From an optimization exercise on the open Yosys and OpenROAD flow, aimed at small area, a short achievable clock period and few clock cycles; shortcuts taken in it are not production practice. The RTL was checked by simulation tests, not by an equivalence proof against the original design. No activity file was given, so power comes from the tool's default toggle rates.

$ cat flow/constraint.sdc
create_clock -name core_clock -period 11.0 [get_ports {clk}]
set_input_delay 2.2000 -clock core_clock [delete_from_list [all_inputs] [get_ports {clk}]]
set_output_delay 2.2000 -clock core_clock [all_outputs]
set_load 0.01 [all_outputs]
$ cat flow/flow/margin.mk
export SETUP_SLACK_MARGIN = 5.8
$ cat flow/config.mk
export PLATFORM = sky130hd
export DESIGN_NAME = two_rate_three_color_meter_core
export DESIGN_NICKNAME = two_rate_three_color_meter_core
export VERILOG_FILES = /design/flow/design.v
export SDC_FILE = /design/flow/constraint.sdc
export NUM_CORES = 4
export LEC_CHECK = 0
export CAP_MARGIN = 20
export CORE_MARGIN = 2
export CORE_UTILIZATION = 40
export CTS_CLUSTER_DIAMETER = 100
export CTS_CLUSTER_SIZE = 20
export SLEW_MARGIN = 20
export SETUP_SLACK_MARGIN = 5.8
$ cat flow/design.v
`timescale 1ns / 1ps
package trtcm_pkg;
  localparam int WordW    = 64;
  localparam int HalfW    = WordW / 2;
  localparam int LenW     = 16;
  localparam int ColorW   = 2;
  localparam int CfgIdxW  = 3;
  localparam int InDataW  = 80;    
  localparam int OutDataW = 8;     
  localparam int DivSteps = WordW;
  localparam int DivCntW  = $clog2(DivSteps);
  localparam int MulSteps = 4;     
  localparam int MulCntW  = $clog2(MulSteps + 1);
  typedef logic [WordW-1:0]  word_t;
  typedef logic [ColorW-1:0] color_t;
  localparam color_t COLOR_GREEN  = 2'd0;
  localparam color_t COLOR_YELLOW = 2'd1;
  localparam color_t COLOR_RED    = 2'd2;
  localparam logic [CfgIdxW-1:0] CFG_PEAK_PERIOD  = 3'd0;
  localparam logic [CfgIdxW-1:0] CFG_PEAK_RATE    = 3'd1;
  localparam logic [CfgIdxW-1:0] CFG_COMM_PERIOD  = 3'd2;
  localparam logic [CfgIdxW-1:0] CFG_COMM_RATE    = 3'd3;
  localparam logic [CfgIdxW-1:0] CFG_PEAK_BURST   = 3'd4;
  localparam logic [CfgIdxW-1:0] CFG_COMM_BURST   = 3'd5;
  localparam logic [CfgIdxW-1:0] CFG_COUNT_BYTES  = 3'd6;
  typedef struct packed {
    logic load;        
    logic side;
    logic div_start;
    logic mul_start;
    logic fill;        
    logic decide;      
    logic pass;        
    logic out_load;
  } cmd_t;
  typedef struct packed {
    logic peak_zero;
    logic comm_zero;
    logic div_done;
    logic mul_done;
    logic out_free;
  } status_t;
endpackage
`timescale 1ns / 1ps
module trtcm_div #(
  parameter int FW = 15             
) (
  input  logic                 clk,
  input  logic                 rst,
  input  logic                 start,      
  input  logic                 zmode,      
  input  trtcm_pkg::word_t     delta,
  input  trtcm_pkg::word_t     period,
  input  trtcm_pkg::word_t     rate,
  input  trtcm_pkg::word_t     burst,
  output logic                 busy,
  output trtcm_pkg::word_t     prod,
  output logic                 prod_sat
);
  localparam int W = trtcm_pkg::WordW;
  localparam logic [2:0] B_DONE = 3'd0;
  localparam logic [2:0] B_ADD  = 3'd1;
  localparam logic [2:0] B_GROW = 3'd2;
  localparam logic [2:0] B_DIV  = 3'd3;
  localparam logic [2:0] B_LD   = 3'd4;
  logic [2:0]   bst;
  logic [5:0]   lvl;
  logic [W-1:0] rem, dv, acc;
  logic         asat;
  logic [FW-1:0] pp3;
  always_ff @(posedge clk) begin
    pp3 <= {period[FW-2:0], 1'b0} + period[FW-1:0];
  end
  logic [FW:0]   fe;
  logic [FW+1:0] a0, a1, a2, a3, a4, b1, b2, b3;
  logic          ge0, ge1, ge2, ge3, ge4, gb1, gb2, gb3;
  logic          fast;
  logic          ld, ld_ok;
  logic [FW-1:0] dl, rl;
  always_ff @(posedge clk) begin
    if (rst) ld <= 1'b0;
    else     ld <= (bst == B_GROW && lvl == '0 && ld_ok) ||
                   (bst == B_LD && lvl != '0);
  end
  assign dl = ld ? {{(FW-2){1'b0}}, dv[W-1:W-2]} : delta[FW-1:0];
  assign rl = ld ? {rem[FW-3:0], 2'b00} : rem[FW-1:0];
  function automatic logic [FW+1:0] dr_minus(input logic [FW-1:0] d,
                                             input logic [FW-1:0] r,
                                             input logic [FW+1:0] c);
    logic [FW+1:0] x, y, nc, sm, k;
    logic [FW+2:0] t;
    x  = {2'b0, d};
    y  = {2'b0, r};
    nc = ~c;
    sm = x ^ y ^ nc;
    k  = {((x[FW:0] & y[FW:0]) | (x[FW:0] & nc[FW:0]) | (y[FW:0] & nc[FW:0])), 1'b0};
    t  = {sm, 1'b1} + {k, 1'b1};
    dr_minus = t[FW+2:1];
  endfunction
  assign fe = {1'b0, dl} + {1'b0, rl};
  assign a0 = dr_minus(dl, rl, {2'b0, period[FW-1:0]});
  assign a1 = dr_minus(dl, rl, {1'b0, period[FW-1:0], 1'b0});
  assign a2 = dr_minus(dl, rl, {period[FW-1:0], 2'b0});
  assign a3 = dr_minus(dl, rl, {period[FW-2:0], 3'b0});
  assign a4 = dr_minus(dl, rl, {period[FW-3:0], 4'b0});
  assign b1 = dr_minus(dl, rl, {2'b0, pp3});
  assign b2 = dr_minus(dl, rl, {1'b0, pp3, 1'b0});
  assign b3 = dr_minus(dl, rl, {pp3, 2'b0});
  assign ge0 = ~a0[FW+1];
  assign ge1 = ~a1[FW+1];
  assign ge2 = ~a2[FW+1];
  assign ge3 = ~a3[FW+1];
  assign ge4 = ~a4[FW+1];
  assign gb1 = ~b1[FW+1];
  assign gb2 = ~b2[FW+1];
  assign gb3 = ~b3[FW+1];
  assign fast = (delta[W-1:FW] == '0) && (rem[W-1:FW] == '0) &&
                (period[W-1:FW-3] == '0) && !ge4 && !zmode;
  logic [W:0]   dsub;
  logic         fits;
  logic [W:0]   hsum;
  logic [W-1:0] ha, hb;
  trtcm_add #(.N(W)) u_dsub (.a(rem), .b(~dv), .ci(1'b1), .s(dsub[W-1:0]), .co(fits));
  assign dsub[W] = ~fits;
  always_comb begin
    if (bst == B_DONE) begin
      ha = {rate[W-2:0], 1'b0};
      hb = rate;
    end else if (bst == B_ADD) begin
      ha = rem;
      hb = dv;
    end else begin
      ha = {acc[W-2:0], 1'b0};
      hb = rate;
    end
  end
  trtcm_add #(.N(W)) u_hsum (.a(ha), .b(hb), .ci(1'b0), .s(hsum[W-1:0]), .co(hsum[W]));
  logic [W-1:0] top2;
  logic         top2_sat;
  always_comb begin
    top2     = {rate[W-2:0], 1'b0};
    top2_sat = rate[W-1];
    if ((ge3 && gb3) || (!ge3 && ge2 && gb2) || (!ge2 && gb1)) begin
      top2     = hsum[W-1:0];
      top2_sat = rate[W-1] | hsum[W];
    end
  end
  logic [FW:0] fsel;
  always_comb begin
    if (!ge0)     fsel = fe;
    else if (ge3) fsel = gb3 ? b3[FW:0] : a3[FW:0];
    else if (ge2) fsel = gb2 ? b2[FW:0] : a2[FW:0];
    else if (ge1) fsel = gb1 ? b1[FW:0] : a1[FW:0];
    else          fsel = a0[FW:0];
  end
  assign ld_ok = (period[W-1:FW-3] == '0) && (rate != '0) &&
                 (burst[W-1:FW] == '0) && (rem[W-1:32] != '0);
  always_ff @(posedge clk) begin
    if (rst) begin
      bst <= B_DONE;
      rem <= '0;
    end else if (start) begin
      dv   <= !fast ? delta : ge3 ? {period[W-2:0], 1'b0} : period;
      lvl  <= ge3 ? 6'd1 : 6'd0;
      acc  <= !ge0 ? '0 : ge1 ? top2 : rate;
      asat <= ge1 & top2_sat;
      if (fast) begin
        rem <= W'(fsel);
        if (ge2) bst <= B_DIV;
      end else begin
        bst <= B_ADD;
      end
    end else begin
      case (bst)
        B_ADD: begin
          acc  <= '0;
          asat <= 1'b0;
          rem  <= hsum[W-1:0];
          dv  <= period;
          lvl <= '0;
          bst <= zmode ? B_DONE : B_GROW;
        end
        B_GROW: begin
          if (lvl == '0 && ld_ok) begin
            rem  <= '0;
            asat <= 1'b1;
            bst  <= B_LD;
            if (rem[W-1:48] == '0) begin
              dv  <= {rem[W-17:0], 16'b0};
              lvl <= 6'd23;
            end else begin
              dv  <= rem;
              lvl <= 6'd31;
            end
          end else if (fits) begin
            if (dv[W-1]) begin
              bst <= B_DIV;
            end else begin
              dv  <= {dv[W-2:0], 1'b0};
              lvl <= lvl + 6'd1;
            end
          end else if (lvl == '0) begin
            bst <= B_DONE;
          end else begin
            dv  <= {1'b0, dv[W-1:1]};
            lvl <= lvl - 6'd1;
            bst <= B_DIV;
          end
        end
        B_DIV: begin
          if (fits) begin
            rem  <= dsub[W-1:0];
            acc  <= hsum[W-1:0];
            asat <= asat | acc[W-1] | hsum[W];
          end else begin
            acc  <= {acc[W-2:0], 1'b0};
            asat <= asat | acc[W-1];
          end
          dv  <= {1'b0, dv[W-1:1]};
          lvl <= lvl - 6'd1;
          if (lvl == '0) bst <= B_DONE;
        end
        B_LD: begin
          rem <= W'(fsel);
          dv  <= {dv[W-3:0], 2'b00};
          lvl <= lvl - 6'd1;
          if (lvl == '0) bst <= B_DONE;
        end
        default: ;
      endcase
    end
  end
  assign busy     = (bst != B_DONE);
  assign prod     = acc;
  assign prod_sat = asat;
endmodule
`timescale 1ns / 1ps
module trtcm_dp (
  input  trtcm_pkg::word_t             tq,
  input  logic [trtcm_pkg::LenW-1:0]   pend,
  input  trtcm_pkg::word_t             prod,
  input  logic                         sat,      
  input  trtcm_pkg::word_t             burst,
  input  logic [trtcm_pkg::LenW-1:0]   charge,
  output logic                         lt,       
  output trtcm_pkg::word_t             capped
);
  localparam int W = trtcm_pkg::WordW;
  localparam int L = trtcm_pkg::LenW;
  localparam int XW = W + 3;                 
  logic [XW-1:0] a, b, np, nb, nc;
  logic [XW-1:0] s1, c1, s2, c2, s3, c3;
  trtcm_pkg::word_t x;
  logic         over, lt_b, lt_x;
  assign a  = {3'b0, tq};
  assign b  = {3'b0, prod};
  assign np = ~{{(XW-L){1'b0}}, pend};
  assign nb = ~{3'b0, burst};
  assign nc = ~{{(XW-L){1'b0}}, charge};
  assign s1 = a ^ b ^ np;
  assign c1 = {((a & b) | (a & np) | (b & np)), 1'b0};
  assign s2 = s1 ^ c1 ^ nb;
  assign c2 = {((s1 & c1) | (s1 & nb) | (c1 & nb)), 1'b0};
  assign s3 = s1 ^ c1 ^ nc;
  assign c3 = {((s1 & c1) | (s1 & nc) | (c1 & nc)), 1'b0};
  logic [XW-1:0] xsum, gsum, hsum;
  trtcm_add #(.N(XW)) u_x (.a(s1), .b(c1), .ci(1'b1), .s(xsum), .co());    
  trtcm_add #(.N(XW)) u_g (.a(s2), .b(c2), .ci(1'b1), .s(gsum), .co());    
  trtcm_add #(.N(XW)) u_h (.a(s3), .b({c3[XW-1:1], 1'b1}), .ci(1'b1), .s(hsum), .co());  
  assign over = sat | ~gsum[XW-1];
  assign x    = xsum[W-1:0];
  assign lt_x = hsum[XW-1];
  assign lt_b = (burst[W-1:L] == '0) && (burst[L-1:0] < charge);
  assign lt   = over ? lt_b : lt_x;
  assign capped = over ? burst : x;
endmodule
module trtcm_add #(
  parameter int N = 64
) (
  input  logic [N-1:0] a,
  input  logic [N-1:0] b,
  input  logic         ci,
  output logic [N-1:0] s,
  output logic         co
);
  localparam int L = $clog2(N);
  logic [N-1:0] p0, g0;
  logic [N-1:0] gl [0:L];
  logic [N-1:0] pl [0:L];
  always_comb begin
    p0 = a ^ b;
    g0 = a & b;
    gl[0] = g0;
    pl[0] = p0;
    gl[0][0] = g0[0] | (p0[0] & ci);
    for (int l = 0; l < L; l++) begin
      gl[l+1] = gl[l];
      pl[l+1] = pl[l];
      for (int i = 0; i < N; i++) begin
        if (((i >> l) & 1) == 1) begin
          gl[l+1][i] = gl[l][i] | (pl[l][i] & gl[l][((i >> l) << l) - 1]);
          pl[l+1][i] = pl[l][i] & pl[l][((i >> l) << l) - 1];
        end
      end
    end
  end
  assign s  = p0 ^ {gl[L][N-2:0], ci};
  assign co = gl[L][N-1];
endmodule
`timescale 1ns / 1ps
module trtcm_ctrl #(
  parameter int D = 4
) (
  input  logic                           clk,
  input  logic                           rst,
  input  logic                           push,
  input  trtcm_pkg::color_t              din,
  input  logic                           pop,
  output logic                           valid,
  output logic [trtcm_pkg::OutDataW-1:0] dout
);
  trtcm_pkg::color_t q  [D];
  trtcm_pkg::color_t qs [D];
  logic [D-1:0]      v, vs, vn;
  trtcm_pkg::color_t qn [D];
  always_comb begin
    vs = pop ? {1'b0, v[D-1:1]} : v;
    for (int i = 0; i < D; i++) begin
      qs[i] = (pop && i < D - 1) ? q[(i + 1) % D] : q[i];
    end
    vn = vs;
    for (int i = 0; i < D; i++) begin
      qn[i] = qs[i];
      if (push && !vs[i] && (i == 0 || vs[(i + D - 1) % D])) begin
        vn[i] = 1'b1;
        qn[i] = din;
      end
    end
  end
  always_ff @(posedge clk) begin
    if (rst) v <= '0;
    else     v <= vn;
  end
  always_ff @(posedge clk) begin
    for (int i = 0; i < D; i++) q[i] <= qn[i];
  end
  assign valid = v[0];
  assign dout  = {{(trtcm_pkg::OutDataW - trtcm_pkg::ColorW){1'b0}}, q[0]};
endmodule
`timescale 1ns / 1ps
module two_rate_three_color_meter_core (
  input  logic                                clk,
  input  logic                                rst,
  input  logic                                cfg_we,
  input  logic [trtcm_pkg::CfgIdxW-1:0]       cfg_index,
  input  logic [trtcm_pkg::WordW-1:0]         cfg_data,
  input  logic                                s_tvalid,
  output logic                                s_tready,
  input  logic [trtcm_pkg::InDataW-1:0]       s_tdata,   
  output logic                                m_tvalid,
  input  logic                                m_tready,
  output logic [trtcm_pkg::OutDataW-1:0]      m_tdata    
);
  localparam int W  = trtcm_pkg::WordW;
  localparam int LW = trtcm_pkg::LenW;
  localparam int QD = 7;                  
  logic [W-1:0] peak_period, peak_rate, comm_period, comm_rate, peak_burst, comm_burst;
  logic         count_bytes;
  logic [W-1:0] cfg_wd;
  assign cfg_wd = rst ? '0 : cfg_data;
  always_ff @(posedge clk) begin
    if (rst || (cfg_we && cfg_index == trtcm_pkg::CFG_PEAK_PERIOD)) peak_period <= cfg_wd;
    if (rst || (cfg_we && cfg_index == trtcm_pkg::CFG_PEAK_RATE))   peak_rate   <= cfg_wd;
    if (rst || (cfg_we && cfg_index == trtcm_pkg::CFG_COMM_PERIOD)) comm_period <= cfg_wd;
    if (rst || (cfg_we && cfg_index == trtcm_pkg::CFG_COMM_RATE))   comm_rate   <= cfg_wd;
    if (rst || (cfg_we && cfg_index == trtcm_pkg::CFG_PEAK_BURST))  peak_burst  <= cfg_wd;
    if (rst || (cfg_we && cfg_index == trtcm_pkg::CFG_COMM_BURST))  comm_burst  <= cfg_wd;
    if (rst || (cfg_we && cfg_index == trtcm_pkg::CFG_COUNT_BYTES)) count_bytes <= cfg_wd[0];
  end
  logic peak_zero, comm_zero;
  assign peak_zero = (peak_period == '0);
  assign comm_zero = (comm_period == '0);
  logic          i_v, d_v, e_v;
  logic          i_take, d_take, e_fin;
  logic          busy_p, busy_c;
  logic [2:0]    resv;
  logic          pop;
  assign e_fin  = e_v & ~busy_p & ~busy_c;
  assign d_take = d_v & ~busy_p & ~busy_c;
  assign i_take = i_v & (~d_v | d_take);
  assign s_tready = (~i_v | i_take) & (resv != 3'(QD));
  logic [W-1:0]  i_now;
  logic [LW-1:0] i_len;
  always_ff @(posedge clk) begin
    if (rst) i_v <= 1'b0;
    else if (s_tready) i_v <= s_tvalid;
    else if (i_take) i_v <= 1'b0;
  end
  always_ff @(posedge clk) begin
    if (s_tready) begin
      i_now <= s_tdata[LW +: W];
      i_len <= s_tdata[LW-1:0];
    end
  end
  logic [W-1:0]  nl, d_delta;
  logic [LW-1:0] d_len;
  logic          d_pass;
  always_ff @(posedge clk) begin
    if (rst) begin
      d_v <= 1'b0;
      nl  <= '0;
    end else begin
      if (i_take) begin
        d_v <= 1'b1;
        if (!peak_zero) nl <= i_now;
      end else if (d_take) begin
        d_v <= 1'b0;
      end
    end
  end
  logic [W-1:0] i_delta;
  trtcm_add #(.N(W)) u_delta (.a(i_now), .b(~nl), .ci(1'b1), .s(i_delta), .co());
  always_ff @(posedge clk) begin
    if (i_take) begin
      d_delta <= i_delta;
      d_len   <= i_len;
      d_pass  <= peak_zero;
    end
  end
  logic [W-1:0]  prod_p, prod_c;
  logic          sat_p, sat_c;
  logic [LW-1:0] e_chg;
  logic          e_pass;
  always_ff @(posedge clk) begin
    if (rst) e_v <= 1'b0;
    else if (d_take) e_v <= 1'b1;
    else if (e_fin) e_v <= 1'b0;
  end
  always_ff @(posedge clk) begin
    if (d_take) begin
      e_chg  <= count_bytes ? d_len : LW'(1);
      e_pass <= d_pass;
    end
  end
  trtcm_div u_peak (
    .clk      (clk),
    .rst      (rst),
    .start    (d_take & ~d_pass),
    .zmode    (1'b0),
    .delta    (d_delta),
    .period   (peak_period),
    .rate     (peak_rate),
    .burst    (peak_burst),
    .busy     (busy_p),
    .prod     (prod_p),
    .prod_sat (sat_p)
  );
  trtcm_div u_comm (
    .clk      (clk),
    .rst      (rst),
    .start    (d_take & ~d_pass),
    .zmode    (comm_zero),
    .delta    (d_delta),
    .period   (comm_period),
    .rate     (comm_rate),
    .burst    (comm_burst),
    .busy     (busy_c),
    .prod     (prod_c),
    .prod_sat (sat_c)
  );
  logic [W-1:0]         tq_p, tq_c, cap_p, cap_c;
  logic [LW-1:0]        chg_l, pend_p, pend_c;
  logic                 deb_p, deb_c;
  logic                 red, yellow;
  trtcm_pkg::color_t    color;
  assign pend_p = deb_p ? chg_l : '0;
  assign pend_c = deb_c ? chg_l : '0;
  trtcm_dp u_dec_p (
    .tq     (tq_p),
    .pend   (pend_p),
    .prod   (prod_p),
    .sat    (sat_p),
    .burst  (peak_burst),
    .charge (e_chg),
    .lt     (red),
    .capped (cap_p)
  );
  trtcm_dp u_dec_c (
    .tq     (tq_c),
    .pend   (pend_c),
    .prod   (prod_c),
    .sat    (sat_c),
    .burst  (comm_burst),
    .charge (e_chg),
    .lt     (yellow),
    .capped (cap_c)
  );
  always_ff @(posedge clk) begin
    if (rst) begin
      tq_p  <= '0;
      tq_c  <= '0;
      deb_p <= 1'b0;
      deb_c <= 1'b0;
    end else if (e_fin && !e_pass) begin
      tq_p  <= cap_p;
      tq_c  <= cap_c;
      deb_p <= ~red;
      deb_c <= ~(red | yellow);
    end
  end
  always_ff @(posedge clk) begin
    if (e_fin && !e_pass) begin
      chg_l <= e_chg;
    end
  end
  assign color = e_pass ? trtcm_pkg::COLOR_GREEN :
                 red    ? trtcm_pkg::COLOR_RED   :
                 yellow ? trtcm_pkg::COLOR_YELLOW : trtcm_pkg::COLOR_GREEN;
  trtcm_pkg::color_t c_color;
  logic              c_v;
  always_ff @(posedge clk) begin
    if (rst) c_v <= 1'b0;
    else     c_v <= e_fin;
  end
  always_ff @(posedge clk) begin
    c_color <= color;
  end
  assign pop = m_tvalid & m_tready;
  always_ff @(posedge clk) begin
    if (rst) resv <= '0;
    else     resv <= resv + 3'(s_tready & s_tvalid) - 3'(pop);
  end
  trtcm_ctrl #(.D(QD)) u_q (
    .clk     (clk),
    .rst     (rst),
    .push    (c_v),
    .din     (c_color),
    .pop     (pop),
    .valid   (m_tvalid),
    .dout    (m_tdata)
  );
endmodule
$ cat flow/flow/run.sh
#!/bin/bash
# Own layout flow: the standard layout (standard.sh, unchanged synthesis,
# floorplan, placement, CTS, routing) with a larger setup margin for
# repair_timing, so the resizer aims for a shorter clock period than the 11 ns
# constraint asks for. The SDC, clock period and I/O constraints are the standard flow's.
# Each tool's output goes to a log file in the work folder: make's to
# flow_make.log, and ORFS keeps each step's log under orfs/logs/.
set -euo pipefail
cd "$(dirname "$0")/.."
cat flow/margin.mk >> config.mk
bash standard.sh > flow_make.log 2>&1
$ cat flow/standard.sh
#!/bin/bash
# synth_recipe.tcl (not shown) runs the flow's synth.tcl, then flattens the netlist and writes it again
# the make line also repeats each setting of config.mk as NAME=value (left out here)
make -C /OpenROAD-flow-scripts/flow DESIGN_CONFIG=/design/flow/config.mk WORK_HOME=/design/flow/orfs CLKGATE_MAP_FILE= SYNTH_SCRIPT=/design/flow/synth_recipe.tcl "${@:-finish}"
==> run summary <==
- Critical Path End Type: flop
- Minimum hold slack: about 430 ps
- All-layer global routing usage: between 30% and 40%
- Final instance area: between 100000 and 150000 um^2
- Register area share after synthesis: 29.61%
- Status: no timing/DRC/antenna violations
- Most common cell after layout, fill and taps aside: inv_1
- Rows: a little under 200
- Global route overflow: 0
- Pwr Total: about 40 mW
- Fill cells: ~27000
- Reg2reg start: u_peak.acc[0]$_DFFE_PP_
- Final setup margin: 5832 ps
- Antenna violations before repair: 55
- Netlist cell types: 103
- Hold path startpoint: i_len[4]$_DFFE_PP_
- WHS Endpoint: d_len[4]$_DFFE_PP_
- Worst path arrival time: approximately 6000 ps
- Syn Inst Count: around 13000
- Worst slack, placed: around 4000 ps
- Period Utilization, post-route: between 40 and 50%
- Pleak: about 54 nW
- Cell Count, Final, Fillers Out: between 15000 and 20000
- Placed instance count: around 16000
- Setup slack, reg-to-reg: 5830 ps
- H-tree depth: 3
- Final clock skew: slightly below 70 ps
- Area after DPL: 119400 um^2
- Syn-to-layout area delta: 13.00%
- Pwr/cell area: 306.7 nW/um^2
- Syn Std Cell Area: roughly 110000 um^2
- Ys flop type: edfxtp_1
- First-pass GRT wire length: 655900 um
- Detailed-route vias per instance: between 6 and 7
- Most frequent cells in the layout: 1678 x inv_1, 1215 x ha_1, 1151 x a21oi_1
- Worst-skew pair later-pin latency: approximately 820 ps
- Drt initial violations: approximately 14000
- Die height: between 500 and 600 um
- Post-route minimum period: ~5200 ps
- Clock Pin Slew Worst Setup and Hold Paths: between 100 and 150 ps
- CP Launch Type: flop
- Synthesized flop and latch total: between 1000 and 1500
- Root Buffer: clkbuf_16
- Buffers added on ports: about 160
- Relative slew slack: ~11%
- Final setup TNS: 0 ps
- CP Max Fanout: 4
- Core ar.: 281600 um^2
- Max Cap Violations: 0
- Hold depth: 0
- # DRC: 0
- Reg2Reg Capture Point: tq_p[62]$_SDFFE_PP0P_
- Cts hold-fix bufs: 0
- Share of cells above drive strength 1: 9.239%
- Final #Nets: roughly 15000
- Initial Util: between 40% and 50%
- Unrepaired setup endpoints after global routing: yes
- Drt first pass iters: 6
- TritonCTS clock tree: done
- DRT Wirelength: 466100 um
- Antenna-violating nets left: 0
- HPWL after DPL: about 330000 um
- Crit Path Category: reg -> reg
- Vias in the first global route: approximately 93000
- Maximum clock insertion buffer count: 3
- Reg2reg path depth: 18
- Clock sinks: 1239
- Max IR drop VDD: about 0.36 mV
- Largest net degree at the start of global routing: between 100 and 150
- Num CTS Buffers: between 80 and 90
- Share of synthesized flip-flops with an asynchronous set or reset: 0%
- Die area: ~290000 um^2
- HP Class: reg -> reg
- Ports: 162
- Util after Layout: 45.32%
- Avg Synthesized Cell Area: about 8.9 um^2
- Worst Path Required: around 12000 ps
- Final GP Congestion: 1.017
- Avg WL per Cell: 27.65 um
- Synth warn: 12
- Fin. max-slew vios: 0
- Worst Tran Pin Value: 1330 ps
- Die X: roughly 540 um
- Fmax: 0.1935 GHz
- Final setup violating endpoints: 0
- Post-synth EDFFs: roughly 860
- DR vias: roughly 100k
- Final count of hold timing violations: 0
routing by layer:
layer  share of wire, %  vias to the layer above  GRT usage (%)
met3                 13                     1164          8.710
li1                   -                    45664              -
met5              0.045                        -              0
met4                5.8                       28          15.13
met2                 40                     6321          43.35
met1                 41                    48822          43.77
where the power goes:
part / leakage [nW] / total, mW / internal (mW) / switching, mW
clock: 1.36 / 3.62 / 1.59 / 2.03
sequential: 11.4 / 7.54 / 5.95 / 1.59
combinational: 41.2 / 28.0 / 11.0 / 16.9
timing repair:
item	in CTS	in global routing
hold endpoints to repair	0	0
cloned	27	17
gates resized for setup	303	234
endpoints found under the setup margin	614	548
setup buffers	114	100
pin swaps	45	82
worst max-delay path, cell delays in order (launching register included):
cell and delay [ps]:
edfxtp_1 490, clkinvlp_4 250, fa_1 510, inv_2 100, fa_2 210, a21o_1 130, a21o_4 140, a31o_4 180
a311o_1 220, a311o_1 270, or4b_4 490, and3b_2 310, o41ai_4 480, nand4_1 140, buf_4 170, o41ai_4 400
xnor2_1 190, nand2_1 100, a221oi_2 240
worst max-delay path by stage:
stage	from	end	slack, ps	depth (start not counted)
after global routing	u_comm.ld$_SDFF_PP0_	u_comm.rem[15]$_SDFFE_PP0P_	5660	18
after detailed placement	u_peak.ld$_SDFF_PP0_	u_peak.acc[47]$_DFFE_PP_	4020	16
after floorplan	rst	u_comm.acc[0]$_DFFE_PP_	4390	5
after CTS	u_peak.acc[2]$_DFFE_PP_	deb_c$_SDFFE_PP0P_	5680	16
after global placement	u_peak.ld$_SDFF_PP0_	u_peak.acc[38]$_DFFE_PP_	4060	17
final	u_peak.acc[0]$_DFFE_PP_	tq_p[62]$_SDFFE_PP0P_	5830	18
final cells by class:
class                           count  area, um^2  area share [%]
Multi-Input combinational cell   9302       73530           57.62
Sequential cell                  1239       33480           26.24
Inverter                         1705        6457           5.061
Timing Repair Buffer              602        6364           4.987
Tap cell                         3743        4683           3.670
Clock buffer                      124        2337           1.832
Clock inverter                     38       484.2          0.3795
Antenna cell                      107       267.8          0.2098
logic make-up after synthesis:
kind of cell    Yosys count  synth area share (%)
other cells               1              0.003321
fa+ha+maj              1689                 21.77
buf+inv                2227                 7.468
xor+xnor                577                 4.482
flops                  1239                 29.61
mux                     515                 4.721
compound gates         3408                 19.21
simple gates           3092                 12.73
cells in the mapped netlist (293+ instances only):
master / number / share of area (%)
a21o_1: 293 / 1.9
a21oi_1: 1183 / 5.2
clkbuf_1: 424 / 1.4
dfxtp_1: 376 / 6.7
edfxtp_1: 863 / 23
fa_1: 461 / 8.2
ha_1: 1224 / 14
inv_1: 1701 / 5.7
mux2i_1: 374 / 3.3
nand2_1: 890 / 3.0
nor2_1: 937 / 3.1
o21ai_0: 546 / 2.4
xnor2_1: 390 / 3.0
flip-flops by register name, summed over array words and instances (netlist names), 64 cells and up:
name,count
comm_period,64
tq_p,64
u_comm.rem,64
u_comm.acc,64
peak_rate,64
peak_period,64
peak_burst,64
nl,64
d_delta,64
u_peak.acc,64
comm_burst,64
comm_rate,64
i_now,64
u_comm.dv,64
u_peak.rem,64
tq_c,64
u_peak.dv,64
Testbench counts, summed over its fixed seeds: cycles 2,629.

static timing again, ports no longer ideal:
How much do the figures lean on ideal ports? The routed layout below was timed once more, with nothing changed but the port constraints. Step 1: set_driving_cell puts a clkbuf_16 on clk and a buf_2 on each other input, an assumption about the parent block. Step 2 adds t to the input delays and takes it off the output delays; t is the mean of the earliest and latest rising clock arrival at the registers after step 1. Input paths then give back, and output paths get back, about the clock's delay inside the block. a / b / c = ideal ports / drivers / drivers and shift; a / b = the first two.
shift t [ns]: 0.875
setup WS [ns]: 5.832 / 5.766 / 5.718
worst hold slack (ns): 0.427 / 0.427 / 0.427
worst setup path at the end: input to register
cell pins on the clock port's net: 1
After both steps setup and hold are still met in this run. For this run, drivers alone change the setup slack by -0.066 ns; drivers and shift together by -0.114 ns.
